This design comes from an exercise in tuning for small area, a short achievable clock period and few clock cycles per item on the open sky130 flow, not from production work.
RTL that was checked went through simulation tests only; none was proved equivalent to the original.
For run 2, only the layout was checked, not whether the RTL still works.

==> flow/design.v (outline; a module is shown in full before it is edited, if it fits) <==
// module vec_lane_fast: 40 lines
// module vec_lane_mul: 162 lines
// module vec_red_tree: 850 lines
// module vector_alu_seq: 128 lines
module vector_alu_seq
#(
    parameter int BITS = 8,
    parameter int N    = 64,
    parameter int ML   = 8
) (
    input  logic                     clk,
    input  logic                     rst_n,
    input  logic [N*BITS-1:0]        A,
    input  logic [N*BITS-1:0]        B,
    input  logic [BITS-1:0]          scalar,
    input  logic                     scalar_sel,
    input  logic [2:0]               op_sel,
    input  logic                     start,
    output logic                     busy,
    output logic                     done,
    output logic [N*BITS-1:0]        S,
    output logic [BITS-1:0]          red_out,
    output logic                     sat
);
  // ...
==> flow/flow/run.sh <==
#!/bin/bash
# Standard layout, except that the port buffers use a plain buffer cell
# instead of the delay cell that buffer_ports picks by default.
set -euo pipefail
export BUFFER_PORTS_ARGS="-buffer_cell sky130_fd_sc_hd__buf_1"
bash standard.sh > standard.log 2>&1
==> flow/standard.sh <==
#!/bin/bash
# synth_recipe.tcl (not shown) runs the flow's synth.tcl, then flattens the netlist and writes it again
# the make line also repeats each setting of config.mk as NAME=value (left out here)
make -C /OpenROAD-flow-scripts/flow DESIGN_CONFIG=/design/flow/config.mk WORK_HOME=/design/flow/orfs CLKGATE_MAP_FILE= SYNTH_SCRIPT=/design/flow/synth_recipe.tcl "${@:-finish}"
==> flow/config.mk <==
export PLATFORM = sky130hd
export DESIGN_NAME = vector_alu_seq
export DESIGN_NICKNAME = vector_alu_seq
export VERILOG_FILES = /design/flow/design.v
export SDC_FILE = /design/flow/constraint.sdc
export NUM_CORES = 4
export LEC_CHECK = 0
export CAP_MARGIN = 20
export CORE_AREA = 10 10 550 550
export DIE_AREA = 0 0 560 560
export SLEW_MARGIN = 20
==> flow/constraint.sdc <==
create_clock -name core_clock -period 14.0 [get_ports {clk}]
set_input_delay 2.8000 -clock core_clock [delete_from_list [all_inputs] [get_ports {clk}]]
set_output_delay 2.8000 -clock core_clock [all_outputs]
set_load 0.01 [all_outputs]
==> key figures, run 1 <==
Status
  • Status: finished clean

Global routing
  • Vias in the first global route: between 90000 and 100k

Finish
  • Multi-Input Combinational: about 7600
  • Antenna cells: 232
  • Post-route core utilization: around a third
  • Final nets: approximately 14000
  • Reg with most FFs: s_q
  • Buffers excl. clock: 1871

Critical path
  • CP Depth: 31
  • Critical R2R Capture: sat_q

Logic synthesis
  • Mean Syn Cell Area: 8.36 um2
  • Yosys Warn Count: 2
  • Area share of fa/ha/maj cells after synthesis: approximately 33%
  • Post-synthesis register bit count: 527
  • Post-synthesis sequential area ratio: 13.2%
  • Mapped Cells: 9662
  • Number of synthesized flops with an enable pin: 9
  • Top-area cell type share of the netlist area: 29.0%

Clock tree
  • Post-CTS Hold Buffers: 0
  • Clk root buf: clkbuf_16

STA
  • Relative slew slack: under 10%
  • Clock skew: 0.0525 ns
  • # setup viols final: 0

Routing
  • DR WL met3: 154000 um
  • WL per Instance: 56.2 um

Placed design
  • Placed cell area: between 0.09 and 0.1 mm2
  • I/O Buffers: 1561

Die
  • Rows: 198

Hold path
  • Hold_sp: k_q[0]
Testbench counts, summed over its fixed seeds: cycles 4,670, items 1,600.
==> module vec_lane_mul, before the edit <==
module vec_lane_mul (
    input  logic [7:0] a,
    input  logic [7:0] b,
    output logic [7:0] y,
    output logic       sat
);
    logic t1, t2, t3, t4, t5, t6, t7, t8, t9, t10, t11, t12, t13, t14, t15, t16, t17, t18, t19, t20, t21, t22, t23, t24, t25, t26, t27, t28, t29, t30, t31, t32, t33, t34, t35, t36, t37, t38, t39, t40, t41, t42, t43, t44, t45, t46, t47, t48, t49, t50, t51, t52, t53, t54, t55, t56, t57, t58, t59, t60, t61, t62, t63, t64, t65, t66, t67, t68, t69, t70, t71, t72, t73, t74, t75, t76, t77, t78, t79, t80, t81, t82, t83, t84, t85, t86, t87, t88, t89, t90, t91, t92, t93, t94, t95, t96, t97, t98, t99, t100, t101, t102, t103, t104, t105, t106, t107, t108, t109, t110, t111, t112, t113, t114, t115, t116, t117, t118, t119, t120, t121, t122, t123, t124, t125, t126, t127, t128, t129, t130, t131, t132, t133, t134, t135, t136, t137, t138, t139, t140, t141, t142, t143, t144, t145, t146, t147, t148;
    assign t1 = (a[0] & b[0]);
    assign t2 = (a[0] & b[1]);
    assign t3 = (a[1] & b[0]);
    assign t4 = (a[0] & b[2]);
    assign t5 = (a[1] & b[1]);
    assign t6 = (a[2] & b[0]);
    assign t7 = (a[0] & b[3]);
    assign t8 = (a[1] & b[2]);
    assign t9 = (a[2] & b[1]);
    assign t10 = (a[3] & b[0]);
    assign t11 = (a[0] & b[4]);
    assign t12 = (a[1] & b[3]);
    assign t13 = (a[2] & b[2]);
    assign t14 = (a[3] & b[1]);
    assign t15 = (a[4] & b[0]);
    assign t16 = (a[0] & b[5]);
    assign t17 = (a[1] & b[4]);
    assign t18 = (a[2] & b[3]);
    assign t19 = (a[3] & b[2]);
    assign t20 = (a[4] & b[1]);
    assign t21 = (a[5] & b[0]);
    assign t22 = (a[0] & b[6]);
    assign t23 = (a[1] & b[5]);
    assign t24 = (a[2] & b[4]);
    assign t25 = (a[3] & b[3]);
    assign t26 = (a[4] & b[2]);
    assign t27 = (a[5] & b[1]);
    assign t28 = (a[6] & b[0]);
    assign t29 = ~(a[0] & b[7]);
    assign t30 = (a[1] & b[6]);
    assign t31 = (a[2] & b[5]);
    assign t32 = (a[3] & b[4]);
    assign t33 = (a[4] & b[3]);
    assign t34 = (a[5] & b[2]);
    assign t35 = (a[6] & b[1]);
    assign t36 = ~(a[7] & b[0]);
    assign t37 = ~(a[1] & b[7]);
    assign t38 = (a[2] & b[6]);
    assign t39 = (a[3] & b[5]);
    assign t40 = (a[4] & b[4]);
    assign t41 = (a[5] & b[3]);
    assign t42 = (a[6] & b[2]);
    assign t43 = ~(a[7] & b[1]);
    assign t44 = ~(a[2] & b[7]);
    assign t45 = (a[3] & b[6]);
    assign t46 = (a[4] & b[5]);
    assign t47 = (a[5] & b[4]);
    assign t48 = (a[6] & b[3]);
    assign t49 = ~(a[7] & b[2]);
    assign t50 = ~(a[3] & b[7]);
    assign t51 = (a[4] & b[6]);
    assign t52 = (a[5] & b[5]);
    assign t53 = (a[6] & b[4]);
    assign t54 = ~(a[7] & b[3]);
    assign t55 = ~(a[4] & b[7]);
    assign t56 = (a[5] & b[6]);
    assign t57 = (a[6] & b[5]);
    assign t58 = ~(a[7] & b[4]);
    assign t59 = ~(a[5] & b[7]);
    assign t60 = (a[6] & b[6]);
    assign t61 = ~(a[7] & b[5]);
    assign t62 = ~(a[6] & b[7]);
    assign t63 = ~(a[7] & b[6]);
    assign t64 = (a[7] & b[7]);
    assign t65 = t22 ^ t23;
    assign t66 = t22 & t23;
    assign t67 = t29 ^ t30 ^ t31;
    assign t68 = (t29 & t30) | (t31 & (t29 ^ t30));
    assign t69 = t32 ^ t33;
    assign t70 = t32 & t33;
    assign t71 = t37 ^ t38 ^ t39;
    assign t72 = (t37 & t38) | (t39 & (t37 ^ t38));
    assign t73 = t40 ^ t41 ^ t42;
    assign t74 = (t40 & t41) | (t42 & (t40 ^ t41));
    assign t75 = t44 ^ t45 ^ t46;
    assign t76 = (t44 & t45) | (t46 & (t44 ^ t45));
    assign t77 = t11 ^ t12;
    assign t78 = t11 & t12;
    assign t79 = t16 ^ t17 ^ t18;
    assign t80 = (t16 & t17) | (t18 & (t16 ^ t17));
    assign t81 = t19 ^ t20;
    assign t82 = t19 & t20;
    assign t83 = t24 ^ t25 ^ t26;
    assign t84 = (t24 & t25) | (t26 & (t24 ^ t25));
    assign t85 = t27 ^ t28 ^ t65;
    assign t86 = (t27 & t28) | (t65 & (t27 ^ t28));
    assign t87 = t34 ^ t35 ^ t36;
    assign t88 = (t34 & t35) | (t36 & (t34 ^ t35));
    assign t89 = t67 ^ t69 ^ t66;
    assign t90 = (t67 & t69) | (t66 & (t67 ^ t69));
    assign t91 = t43 ^ 1'b1 ^ t71;
    assign t92 = (t43 & 1'b1) | (t71 & (t43 ^ 1'b1));
    assign t93 = t73 ^ t68 ^ t70;
    assign t94 = (t73 & t68) | (t70 & (t73 ^ t68));
    assign t95 = t47 ^ t48 ^ t49;
    assign t96 = (t47 & t48) | (t49 & (t47 ^ t48));
    assign t97 = t75 ^ t72 ^ t74;
    assign t98 = (t75 & t72) | (t74 & (t75 ^ t72));
    assign t99 = t50 ^ t51 ^ t52;
    assign t100 = (t50 & t51) | (t52 & (t50 ^ t51));
    assign t101 = t53 ^ t54 ^ t76;
    assign t102 = (t53 & t54) | (t76 & (t53 ^ t54));
    assign t103 = t55 ^ t56 ^ t57;
    assign t104 = (t55 & t56) | (t57 & (t55 ^ t56));
    assign t105 = t7 ^ t8;
    assign t106 = t7 & t8;
    assign t107 = t13 ^ t14 ^ t15;
    assign t108 = (t13 & t14) | (t15 & (t13 ^ t14));
    assign t109 = t21 ^ t79 ^ t81;
    assign t110 = (t21 & t79) | (t81 & (t21 ^ t79));
    assign t111 = t83 ^ t85 ^ t80;
    assign t112 = (t83 & t85) | (t80 & (t83 ^ t85));
    assign t113 = t87 ^ t89 ^ t84;
    assign t114 = (t87 & t89) | (t84 & (t87 ^ t89));
    assign t115 = t91 ^ t93 ^ t88;
    assign t116 = (t91 & t93) | (t88 & (t91 ^ t93));
    assign t117 = t95 ^ t97 ^ t92;
    assign t118 = (t95 & t97) | (t92 & (t95 ^ t97));
    assign t119 = t99 ^ t101 ^ t96;
    assign t120 = (t99 & t101) | (t96 & (t99 ^ t101));
    assign t121 = t58 ^ t103 ^ t100;
    assign t122 = (t58 & t103) | (t100 & (t58 ^ t103));
    assign t123 = t59 ^ t60 ^ t61;
    assign t124 = (t59 & t60) | (t61 & (t59 ^ t60));
    assign t125 = t4 ^ t5;
    assign t126 = t4 & t5;
    assign t127 = t9 ^ t10 ^ t105;
    assign t128 = (t9 & t10) | (t105 & (t9 ^ t10));
    assign t129 = t77 ^ t107 ^ t106;
    assign t130 = (t77 & t107) | (t106 & (t77 ^ t107));
    assign t131 = t78 ^ t109 ^ t108;
    assign t132 = (t78 & t109) | (t108 & (t78 ^ t109));
    assign t133 = t82 ^ t111 ^ t110;
    assign t134 = (t82 & t111) | (t110 & (t82 ^ t111));
    assign t135 = t86 ^ t113 ^ t112;
    assign t136 = (t86 & t113) | (t112 & (t86 ^ t113));
    assign t137 = t90 ^ t115 ^ t114;
    assign t138 = (t90 & t115) | (t114 & (t90 ^ t115));
    assign t139 = t94 ^ t117 ^ t116;
    assign t140 = (t94 & t117) | (t116 & (t94 ^ t117));
    assign t141 = t98 ^ t119 ^ t118;
    assign t142 = (t98 & t119) | (t118 & (t98 ^ t119));
    assign t143 = t102 ^ t121 ^ t120;
    assign t144 = (t102 & t121) | (t120 & (t102 ^ t121));
    assign t145 = t104 ^ t123 ^ t122;
    assign t146 = (t104 & t123) | (t122 & (t104 ^ t123));
    assign t147 = t62 ^ t63 ^ t124;
    assign t148 = (t62 & t63) | (t124 & (t62 ^ t63));
    logic [15:0] r0, r1, p;
    assign r0 = {1'b1, t64, t147, t145, t143, t141, t139, t137, t135, t133, t131, t129, t127, t6, t2, t1};
    assign r1 = {1'b0, t148, t146, t144, t142, t140, t138, t136, t134, t132, t130, t128, t126, t125, t3, 1'b0};
    assign p   = r0 + r1;
    assign sat = !((&p[15:7]) || !(|p[15:7]));
    assign y   = sat ? {p[15], {7{~p[15]}}} : p[7:0];
endmodule
==> module vector_alu_seq, before the edit <==
module vector_alu_seq
#(
    parameter int BITS = 8,
    parameter int N    = 64,
    parameter int ML   = 8
) (
    input  logic                     clk,
    input  logic                     rst_n,
    input  logic [N*BITS-1:0]        A,
    input  logic [N*BITS-1:0]        B,
    input  logic [BITS-1:0]          scalar,
    input  logic                     scalar_sel,
    input  logic [2:0]               op_sel,
    input  logic                     start,
    output logic                     busy,
    output logic                     done,
    output logic [N*BITS-1:0]        S,
    output logic [BITS-1:0]          red_out,
    output logic                     sat
);
    localparam int G  = N / ML;                        
    localparam int KW = (G > 1) ? $clog2(G) : 1;
    logic            busy_q, done_q;
    logic [KW-1:0]   k_q;
    logic            ssel_q;
    logic [BITS-1:0] scalar_q;
    logic            sat_q;
    logic [N*BITS-1:0] s_q;
    logic idle, accept, is_mul, mul_mode, last;
    assign idle     = !busy_q && !done_q;
    assign is_mul   = (op_sel == vec_alu_pkg::OP_MUL);
    assign accept   = idle && start;
    assign mul_mode = busy_q || is_mul;
    assign last     = (k_q == KW'(G-1));
    logic            c_sub, c_not, c_forced, c_kill, c_arith, c_cmp, c_ks, c_kg;
    logic [BITS-1:0] c_g;
    always_comb begin
        c_sub    = (op_sel == vec_alu_pkg::OP_SUB) || (op_sel == vec_alu_pkg::OP_CMP);
        c_not    = (op_sel == vec_alu_pkg::OP_NOT);
        c_forced = scalar_sel || c_not;
        c_g      = c_not ? '1 : (scalar_sel ? (scalar ^ {BITS{c_sub}}) : {BITS{c_sub}});
        c_kill   = op_sel[2];
        c_arith  = !busy_q && ((op_sel == vec_alu_pkg::OP_ADD) || (op_sel == vec_alu_pkg::OP_SUB));
        c_cmp    = !busy_q && (op_sel == vec_alu_pkg::OP_CMP);
        c_ks     = !busy_q && op_sel[2] && (op_sel[1:0] != 2'b00);
        c_kg     = !busy_q && ((op_sel == vec_alu_pkg::OP_AND) || (op_sel == vec_alu_pkg::OP_OR));
    end
    logic [N*BITS-1:0] f_y;
    logic [N-1:0]      f_sat;
    generate
        for (genvar i = 0; i < N; i++) begin : g_fast
            vec_lane_fast u_f (
                .a      (A[i*BITS +: BITS]),
                .b      (B[i*BITS +: BITS]),
                .forced (c_forced),
                .g      (c_g),
                .sub    (c_sub),
                .kill   (c_kill),
                .arith  (c_arith),
                .cmp    (c_cmp),
                .ks     (c_ks),
                .kg     (c_kg),
                .out    (f_y[i*BITS +: BITS]),
                .sat    (f_sat[i])
            );
        end
    endgenerate
    logic            m_ssel;
    logic [BITS-1:0] m_scalar;
    assign m_ssel   = busy_q ? ssel_q   : scalar_sel;
    assign m_scalar = busy_q ? scalar_q : scalar;
    logic [ML*BITS-1:0] m_y;
    logic [ML-1:0]      m_sat;
    generate
        for (genvar l = 0; l < ML; l++) begin : g_mul
            logic [BITS-1:0] ma, mb;
            always_comb begin
                ma = '0;
                mb = '0;
                for (int g = 0; g < G; g++) begin
                    if (k_q == KW'(g)) begin
                        ma = A[(g*ML+l)*BITS +: BITS];
                        mb = B[(g*ML+l)*BITS +: BITS];
                    end
                end
                if (m_ssel) mb = m_scalar;
            end
            vec_lane_mul u_m (
                .a   (ma),
                .b   (mb),
                .y   (m_y[l*BITS +: BITS]),
                .sat (m_sat[l])
            );
        end
    endgenerate
    always_ff @(posedge clk or negedge rst_n) begin
        if (!rst_n) begin
            busy_q <= 1'b0;
            done_q <= 1'b0;
            k_q    <= '0;
        end else begin
            busy_q <= (accept && is_mul && G > 1) || (busy_q && !last);
            done_q <= (accept && !(is_mul && G > 1)) || (busy_q && last);
            if ((accept && is_mul) || busy_q) k_q <= k_q + 1'b1;
            else                              k_q <= '0;
        end
    end
    always_ff @(posedge clk) begin
        if (idle) begin
            ssel_q   <= scalar_sel;
            scalar_q <= scalar;
        end
    end
    logic [N*BITS-1:0] sh;
    assign sh = {m_y, s_q[N*BITS-1:ML*BITS]};
    always_ff @(posedge clk) begin
        s_q   <= f_y | (sh & {(N*BITS){mul_mode}});
        sat_q <= mul_mode ? ((busy_q && sat_q) || (|m_sat)) : (|f_sat);
    end
    vec_red_tree u_red (
        .s (s_q),
        .y (red_out)
    );
    assign busy = busy_q;
    assign done = done_q;
    assign S    = s_q;
    assign sat  = sat_q;
endmodule
==> run 2: changes to the inputs <==
==> flow/design.v (replaced) <==
package vec_alu_pkg;
    typedef enum logic [2:0] {
        OP_ADD = 3'b000,
        OP_SUB = 3'b001,
        OP_MUL = 3'b010,
        OP_CMP = 3'b011,
        OP_AND = 3'b100,
        OP_OR  = 3'b101,
        OP_XOR = 3'b110,
        OP_NOT = 3'b111
    } op_e;
    typedef enum logic [1:0] {
        IDLE = 2'd0,
        RUN  = 2'd1,
        DONE = 2'd2
    } state_e;
    function automatic integer beat_count(input integer n, input integer lanes);
        beat_count = n / lanes;
    endfunction
endpackage
module vec_lane_fast (
    input  logic [7:0] a,
    input  logic [7:0] b,
    input  logic       forced,    
    input  logic [7:0] g,         
    input  logic       sub,       
    input  logic       kill,      
    input  logic       arith,     
    input  logic       cmp,       
    input  logic       ks,        
    input  logic       kg,        
    output logic [7:0] out,
    output logic       sat
);
    logic [7:0] y, s, co;
    logic [8:0] c;
    assign c[0] = sub;
    generate
        for (genvar j = 0; j < 8; j++) begin : g_bit
            assign y[j]     = (b[j] & ~forced) ^ g[j];
            assign s[j]     = a[j] ^ y[j] ^ c[j];
            assign co[j]    = (a[j] & y[j]) | (a[j] & c[j]) | (y[j] & c[j]);
            assign c[j+1]   = co[j] & ~kill;
        end
    endgenerate
    logic ov, lt, eq, pass_s, sat_hi, sat_lo;
    assign ov     = c[7] ^ co[7];
    assign lt     = s[7] ^ ov;
    assign eq     = (s == 8'h00);
    assign sat    = arith & ov;
    assign pass_s = ks | (arith & ~ov);
    assign sat_lo = (sat & ~a[7]) | (cmp & lt);
    assign sat_hi = (sat &  a[7]) | (cmp & lt);
    always_comb begin
        for (int j = 0; j < 8; j++) out[j] = (s[j] & pass_s) | (co[j] & kg);
        out[0] = out[0] | (sat & ~a[7]) | (cmp & ~eq);
        for (int j = 1; j < 7; j++) out[j] = out[j] | sat_lo;
        out[7] = out[7] | sat_hi;
    end
endmodule
module vec_lane_mul (
    input  logic [7:0] a,
    input  logic [7:0] b,
    output logic [7:0] y,
    output logic       sat
);
    logic signed [15:0] p;
    assign p   = $signed(a) * $signed(b);
    assign sat = !((&p[15:7]) || !(|p[15:7]));
    assign y   = sat ? {p[15], {7{~p[15]}}} : p[7:0];
endmodule
module vector_alu_seq
#(
    parameter int BITS = 8,
    parameter int N    = 64,
    parameter int ML   = 8
) (
    input  logic                     clk,
    input  logic                     rst_n,
    input  logic [N*BITS-1:0]        A,
    input  logic [N*BITS-1:0]        B,
    input  logic [BITS-1:0]          scalar,
    input  logic                     scalar_sel,
    input  logic [2:0]               op_sel,
    input  logic                     start,
    output logic                     busy,
    output logic                     done,
    output logic [N*BITS-1:0]        S,
    output logic [BITS-1:0]          red_out,
    output logic                     sat
);
    localparam int G  = N / ML;                        
    localparam int KW = (G > 1) ? $clog2(G) : 1;
    logic            busy_q, done_q;
    logic [KW-1:0]   k_q;
    logic            ssel_q;
    logic [BITS-1:0] scalar_q;
    logic            sat_q;
    logic [N*BITS-1:0] s_q;
    logic idle, accept, is_mul, mul_mode, last;
    assign idle     = !busy_q && !done_q;
    assign is_mul   = (op_sel == vec_alu_pkg::OP_MUL);
    assign accept   = idle && start;
    assign mul_mode = busy_q || is_mul;
    assign last     = (k_q == KW'(G-1));
    logic            c_sub, c_not, c_forced, c_kill, c_arith, c_cmp, c_ks, c_kg;
    logic [BITS-1:0] c_g;
    always_comb begin
        c_sub    = (op_sel == vec_alu_pkg::OP_SUB) || (op_sel == vec_alu_pkg::OP_CMP);
        c_not    = (op_sel == vec_alu_pkg::OP_NOT);
        c_forced = scalar_sel || c_not;
        c_g      = c_not ? '1 : (scalar_sel ? (scalar ^ {BITS{c_sub}}) : {BITS{c_sub}});
        c_kill   = op_sel[2];
        c_arith  = !busy_q && ((op_sel == vec_alu_pkg::OP_ADD) || (op_sel == vec_alu_pkg::OP_SUB));
        c_cmp    = !busy_q && (op_sel == vec_alu_pkg::OP_CMP);
        c_ks     = !busy_q && op_sel[2] && (op_sel[1:0] != 2'b00);
        c_kg     = !busy_q && ((op_sel == vec_alu_pkg::OP_AND) || (op_sel == vec_alu_pkg::OP_OR));
    end
    logic [N*BITS-1:0] f_y;
    logic [N-1:0]      f_sat;
    generate
        for (genvar i = 0; i < N; i++) begin : g_fast
            vec_lane_fast u_f (
                .a      (A[i*BITS +: BITS]),
                .b      (B[i*BITS +: BITS]),
                .forced (c_forced),
                .g      (c_g),
                .sub    (c_sub),
                .kill   (c_kill),
                .arith  (c_arith),
                .cmp    (c_cmp),
                .ks     (c_ks),
                .kg     (c_kg),
                .out    (f_y[i*BITS +: BITS]),
                .sat    (f_sat[i])
            );
        end
    endgenerate
    logic            m_ssel;
    logic [BITS-1:0] m_scalar;
    assign m_ssel   = busy_q ? ssel_q   : scalar_sel;
    assign m_scalar = busy_q ? scalar_q : scalar;
    logic [ML*BITS-1:0] m_y;
    logic [ML-1:0]      m_sat;
    generate
        for (genvar l = 0; l < ML; l++) begin : g_mul
            logic [BITS-1:0] ma, mb;
            always_comb begin
                ma = '0;
                mb = '0;
                for (int g = 0; g < G; g++) begin
                    if (k_q == KW'(g)) begin
                        ma = A[(g*ML+l)*BITS +: BITS];
                        mb = B[(g*ML+l)*BITS +: BITS];
                    end
                end
                if (m_ssel) mb = m_scalar;
            end
            vec_lane_mul u_m (
                .a   (ma),
                .b   (mb),
                .y   (m_y[l*BITS +: BITS]),
                .sat (m_sat[l])
            );
        end
    endgenerate
    always_ff @(posedge clk or negedge rst_n) begin
        if (!rst_n) begin
            busy_q <= 1'b0;
            done_q <= 1'b0;
            k_q    <= '0;
        end else begin
            busy_q <= (accept && is_mul && G > 1) || (busy_q && !last);
            done_q <= (accept && !(is_mul && G > 1)) || (busy_q && last);
            if ((accept && is_mul) || busy_q) k_q <= k_q + 1'b1;
            else                              k_q <= '0;
        end
    end
    always_ff @(posedge clk) begin
        if (idle) begin
            ssel_q   <= scalar_sel;
            scalar_q <= scalar;
        end
    end
    logic [N*BITS-1:0] sh;
    assign sh = {m_y, s_q[N*BITS-1:ML*BITS]};
    always_ff @(posedge clk) begin
        s_q   <= f_y | (sh & {(N*BITS){mul_mode}});
        sat_q <= mul_mode ? ((busy_q && sat_q) || (|m_sat)) : (|f_sat);
    end
    always_comb begin
        red_out = '0;
        for (int i = 0; i < N; i++) red_out = red_out + s_q[i*BITS +: BITS];
    end
    assign busy = busy_q;
    assign done = done_q;
    assign S    = s_q;
    assign sat  = sat_q;
endmodule
==> flow/run.sh (new file) <==
#!/bin/bash
# synth_recipe.tcl (not shown) runs the flow's synth.tcl, then flattens the netlist and writes it again
# the make line also repeats each setting of config.mk as NAME=value (left out here)
make -C /OpenROAD-flow-scripts/flow DESIGN_CONFIG=/design/flow/config.mk WORK_HOME=/design/flow/orfs CLKGATE_MAP_FILE= SYNTH_SCRIPT=/design/flow/synth_recipe.tcl finish
--- a/flow/config.mk
+++ b/flow/config.mk
@@ -6,6 +6,6 @@
 export NUM_CORES = 4
 export LEC_CHECK = 0
 export CAP_MARGIN = 20
-export CORE_AREA = 10 10 550 550
-export DIE_AREA = 0 0 560 560
+export CORE_MARGIN = 2
+export CORE_UTILIZATION = 60
 export SLEW_MARGIN = 20
removed: flow/flow/run.sh
removed: flow/standard.sh
==> run 2 against run 1 <==
  * The flow now stops in 3_2_place_iop
  * Synthesized cell count is 1.7% higher
  * Area after synthesis grew 4.3%
==> key figures, run 2 <==
Status
  • Status: stopped before the end (was finished clean)
  • Failing step: 3_2_place_iop
  • First error: [ERROR PPL-0024] Number of IO pins (1562) exceeds maximum number of available positions (1370). Increase the die perimeter from 1514.96um to 2124.32um.

Logic synthesis
  • Yosys Warn Count: 2 (unchanged)
  • Yosys top cell by area: fa_1 (unchanged)
  • Synth cell count leaders: nand2_1, fa_1, inv_1 (unchanged)
  • Synth area leaders: fa_1, dfxtp_1, xnor2_1 (unchanged)
  • Async SR Flop Fraction: 0.949% (unchanged)
  • Number of synthesized flops with an enable pin: 9 (unchanged)
  • Post-synthesis sequential area ratio: 12.7% (was 13.2%)
  • Primary FF master, synth: dfxtp_1 (unchanged)
  • Synthesized cell area: 0.0843 mm2 (was 0.0808 mm2)
  • Mapped Cells: 9823 (was 9662)
  • Post-synthesis register bit count: 527 (unchanged)
  • Mean Syn Cell Area: 8.58 um2 (was 8.36 um2)
  • Synth cell types: 91 (unchanged)
  • Count leader, synth: nand2_1 (unchanged)
  • Top-area cell type share of the netlist area: 31.6% (was 29.0%)
  • Synthesized Nets: 12534 (was 12135)

Die
  • Die outline height: 379 um (was 560 um)
  • Die X: 379 um (was 560 um)
  • Rows: 137 (was 198)
  • Initial Util: 60.4% (was 27.8%)
-- run 2: changes by cell type after synthesis, moves of 66 or more --
cell / change
fa_1: +161
a21oi_1: -87
nor2b_1: -66
inv_1: +234
ha_1: +77
nor2_1: +101
nand2_1: -101
-- run 2: cells by family after synthesis --
logic type	share of synthesized area, %
AO/OA/AOI/OAI	16.3
multiplexers	0.146
AND/OR/NAND/NOR	17.1
buffers and inverters	7.79
adder cells (fa/ha/maj)	36.7
XOR/XNOR	9.29
flip-flops	12.7

-- static timing again, ports no longer ideal --
Ports are ideal in the flow. The routed layout listed here was re-timed in OpenROAD.
Step 1 assumes that a clkbuf_16 drives the clock port and a buf_2 every other input.
Step 2, shift: input delay + t, output delay - t, t = (earliest + latest rising clock arrival at the registers) / 2. This alone moves slack from input paths to output paths.
a / b / c = ideal ports / drivers / drivers and shift; a / b = the first two.
run: run 1
t, ns: 0.867
setup slack, ns: 1.660 / 1.721 / 0.853
worst hold slack (ns): 0.500 / 0.500 / 0.500
worst setup path after step 2: input to register
After both steps setup and hold are still met in run 1. For run 1, drivers alone change the setup slack by +0.061 ns; drivers and shift together by -0.807 ns.
